Background: an optimization exercise with open tools, aiming at small area. Do not read the settings as production practice. Function was checked by simulation only, so behaviour that the tests miss may differ from the original. Power figures rest on the tool's default switching activity, not on a simulated workload.

// game_top
module game_top
#(
    parameter int STEP_DIV    = 50,
    parameter int SHIMMER_DIV = 1500
) (
    input  logic        clk,
    input  logic        rst,
    input  logic        bright,
    input  logic        btn_left,
    input  logic        btn_right,
    input  logic        btn_jump,
    input  logic        map_sel,
    input  logic [9:0] h_count,
    input  logic [9:0] v_count,
    output logic [11:0] rgb,
    output logic [15:0] score
);
clock: 10.0 ns
lec_check: 0
cap_margin: 0
core_margin: 2
core_utilization: 40
cts_buf_list: sky130_fd_sc_hd__clkbuf_8
gpl_timing_driven: 0
slew_margin: 0
standard.sh (not shown) runs the stock make flow with config.mk's settings and CLKGATE_MAP_FILE= SYNTH_SCRIPT=/design/flow/synth_recipe.tcl, a recipe that flattens the netlist after the stock synthesis.
==> flow/flow/run.sh <==
#!/bin/bash
# layout flow: the standard synthesis, then its combinational logic re-mapped for area
# by ABC (registers untouched, best of sixteen seeds and choice settings), then the standard layout from
# floorplan to finish
set -euo pipefail
W=$(pwd)
R=$W/orfs/results/$FLOW_PLATFORM/game_top/base
bash standard.sh synth > $W/1_standard_synth.log 2>&1
cp $R/1_2_yosys.v $W/1_2_yosys_standard.v
YOSYS=$(command -v yosys || echo $FLOW_HOME/../tools/install/yosys/bin/yosys)
export POST_LIB=$FLOW_HOME/platforms/$FLOW_PLATFORM/lib/sky130_fd_sc_hd__tt_025C_1v80.lib
export POST_IN=$W/1_2_yosys_standard.v
export POST_DONT_USE="$(cat $W/flow/dont_use.txt)"
SEEDS="0 1 2 3 4 5 6 7 8 9 10 11 12 13 14 15"
DCH=("dch -f" "dch -f -x" "dch -f -W 12")
for batch in "0 1 2 3" "4 5 6 7" "8 9 10 11" "12 13 14 15"; do
  for s in $batch; do
    sed -e "s/SEED/$s/" -e "s/DCH/${DCH[$((s % 3))]}/" $W/flow/post.abc.in > $W/post_$s.abc
    POST_ABC=$W/post_$s.abc POST_OUT=$W/1_2_yosys_post_$s.v \
      $YOSYS -c $W/flow/post.tcl > $W/2_post_synth_$s.log 2>&1 &
  done
  wait
done
best=""; best_area=""
for s in $SEEDS; do
  a=$(grep "Chip area" $W/2_post_synth_$s.log | tail -1 | awk '{print $NF}')
  if [[ -n "$a" && -s $W/1_2_yosys_post_$s.v ]]; then
    if [[ -z "$best" ]] || awk -v a="$a" -v b="$best_area" 'BEGIN{exit !(a < b)}'; then
      best=$s; best_area=$a
    fi
  fi
done
echo "post synthesis: seed $best, area $best_area" > $W/2_post_choice.log
export POST_OUT=$W/1_2_yosys_post_$best.v
$YOSYS -c $W/flow/check.tcl > $W/2_post_check.log 2>&1
sleep 1
cp $POST_OUT $R/1_2_yosys.v
rm -f $R/1_synth.odb $R/1_synth.sdc
# every port still gets its buffer, the smallest buffer cell of the library
export BUFFER_PORTS_ARGS="-buffer_cell sky130_fd_sc_hd__buf_1"
# the clock tree without the dummy loads that only even out the loads of its leaves
export CTS_ARGS="-sink_clustering_enable -repair_clock_nets -root_buf sky130_fd_sc_hd__clkbuf_8 -buf_list sky130_fd_sc_hd__clkbuf_8 -sink_clustering_buffer sky130_fd_sc_hd__clkbuf_4 -sink_clustering_size 8 -sink_clustering_max_diameter 40 -dont_use_dummy_load"
bash standard.sh > $W/3_standard_finish.log 2>&1
==> flow/flow/post.abc.in <==
strash
&get -n
&st
&deepsyn -T 100 -S SEED
&put
DCH
amap -F 100 -A 100
topo
Other scripts of this flow, unchanged in this note and not shown: flow/flow/check.tcl, flow/flow/dont_use.txt, flow/flow/post.tcl
The starting point produced a clean layout.
Change:
--- a/flow/flow/run.sh
+++ b/flow/flow/run.sh
@@ -40,4 +40,4 @@
 export BUFFER_PORTS_ARGS="-buffer_cell sky130_fd_sc_hd__buf_1"
 # the clock tree without the dummy loads that only even out the loads of its leaves
-export CTS_ARGS="-sink_clustering_enable -repair_clock_nets -root_buf sky130_fd_sc_hd__clkbuf_8 -buf_list sky130_fd_sc_hd__clkbuf_8 -sink_clustering_buffer sky130_fd_sc_hd__clkbuf_4 -sink_clustering_size 8 -sink_clustering_max_diameter 40 -dont_use_dummy_load"
+export CTS_ARGS="-sink_clustering_enable -repair_clock_nets -root_buf sky130_fd_sc_hd__clkbuf_8 -buf_list {sky130_fd_sc_hd__clkbuf_4 sky130_fd_sc_hd__clkbuf_8} -sink_clustering_max_diameter 40 -dont_use_dummy_load"
 bash standard.sh > $W/3_standard_finish.log 2>&1
What happened: Core utilization goes up by 0.29 points; via count increases by 1.8%; global-route usage rises by 0.49 points; total power went down by 1.7%; first-iteration DRC count rose by 2.7%; die area came out higher by 0.53%; final area climbs by 0.64%; combinational power decreases by 8.3%.
Change:
--- a/flow/flow/run.sh
+++ b/flow/flow/run.sh
@@ -40,4 +40,4 @@
 export BUFFER_PORTS_ARGS="-buffer_cell sky130_fd_sc_hd__buf_1"
 # the clock tree without the dummy loads that only even out the loads of its leaves
-export CTS_ARGS="-sink_clustering_enable -repair_clock_nets -root_buf sky130_fd_sc_hd__clkbuf_8 -buf_list {sky130_fd_sc_hd__clkbuf_4 sky130_fd_sc_hd__clkbuf_8} -sink_clustering_max_diameter 40 -dont_use_dummy_load"
+export CTS_ARGS="-sink_clustering_enable -repair_clock_nets -buf_list sky130_fd_sc_hd__clkbuf_8 -dont_use_dummy_load"
 bash standard.sh > $W/3_standard_finish.log 2>&1
Effect: Combinational power is about the same; design area stays the same; maximum frequency stays the same; wire length is unchanged; die area does not change; non-clock buffer count stays the same.
Change:
--- a/flow/flow/run.sh
+++ b/flow/flow/run.sh
@@ -1,5 +1,5 @@
 #!/bin/bash
 # layout flow: the standard synthesis, then its combinational logic re-mapped for area
-# by ABC (registers untouched, best of sixteen seeds and choice settings), then the standard layout from
+# by ABC (registers untouched, best of twelve seeds and choice settings), then the standard layout from
 # floorplan to finish
 set -euo pipefail
@@ -12,7 +12,7 @@
 export POST_IN=$W/1_2_yosys_standard.v
 export POST_DONT_USE="$(cat $W/flow/dont_use.txt)"
-SEEDS="0 1 2 3 4 5 6 7 8 9 10 11 12 13 14 15"
+SEEDS="0 1 2 3 4 5 6 7 8 9 10 11"
 DCH=("dch -f" "dch -f -x" "dch -f -W 12")
-for batch in "0 1 2 3" "4 5 6 7" "8 9 10 11" "12 13 14 15"; do
+for batch in "0 1 2 3" "4 5 6 7" "8 9 10 11"; do
   for s in $batch; do
     sed -e "s/SEED/$s/" -e "s/DCH/${DCH[$((s % 3))]}/" $W/flow/post.abc.in > $W/post_$s.abc
==> flow/flow/post.abc.in (replaced) <==
strash
&get -n
&st
&deepsyn -T 90 -S SEED
&put
DCH
amap -F 100 -A 100
topo
Result: Clock power is about the same. Total power is unchanged. Via count is unchanged. Synthesized cell count does not change. Cell area does not change. Sequential power barely changes. Worst hold slack does not change. Clock skew does not change. Wire length stays the same.

-- what the ideal ports hide --
No port has a modelled driver above. Below, the same layouts with a new extraction and two added sets of constraints.
Step 1 sets driving cells, clkbuf_16 on the clock port and buf_2 on the other inputs (assumed; they add their load-dependent delay and slew).
Step 2 times the ports against the registers' clock, not the clock port: input delays grow and output delays shrink by t, the midpoint of the rising clock arrivals with the driver on.
Three values: ideal, step 1, step 2; two values: the first two.
| run | t, ns | setup WS [ns] | hold WS [ns] | cell pins on the clock port's net |
|---|---|---|---|---|
| the first run | 0.396 | 3.023 / 3.029 / 2.633 | 0.472 / 0.472 / 0.472 | 1 |
| the second run | 0.390 | 3.456 / 3.461 / 3.072 | 0.446 / 0.446 / 0.446 | 1 |
| the third run | 0.390 | 3.456 / 3.461 / 3.072 | 0.446 / 0.446 / 0.446 | 1 |
| the fourth run | 0.390 | 3.456 / 3.461 / 3.072 | 0.446 / 0.446 / 0.446 | 1 |
After both steps every run listed still meets setup and hold. The setup slack of the first run, which loses most, moves by +0.006 ns with the drivers and by -0.390 ns with both steps.
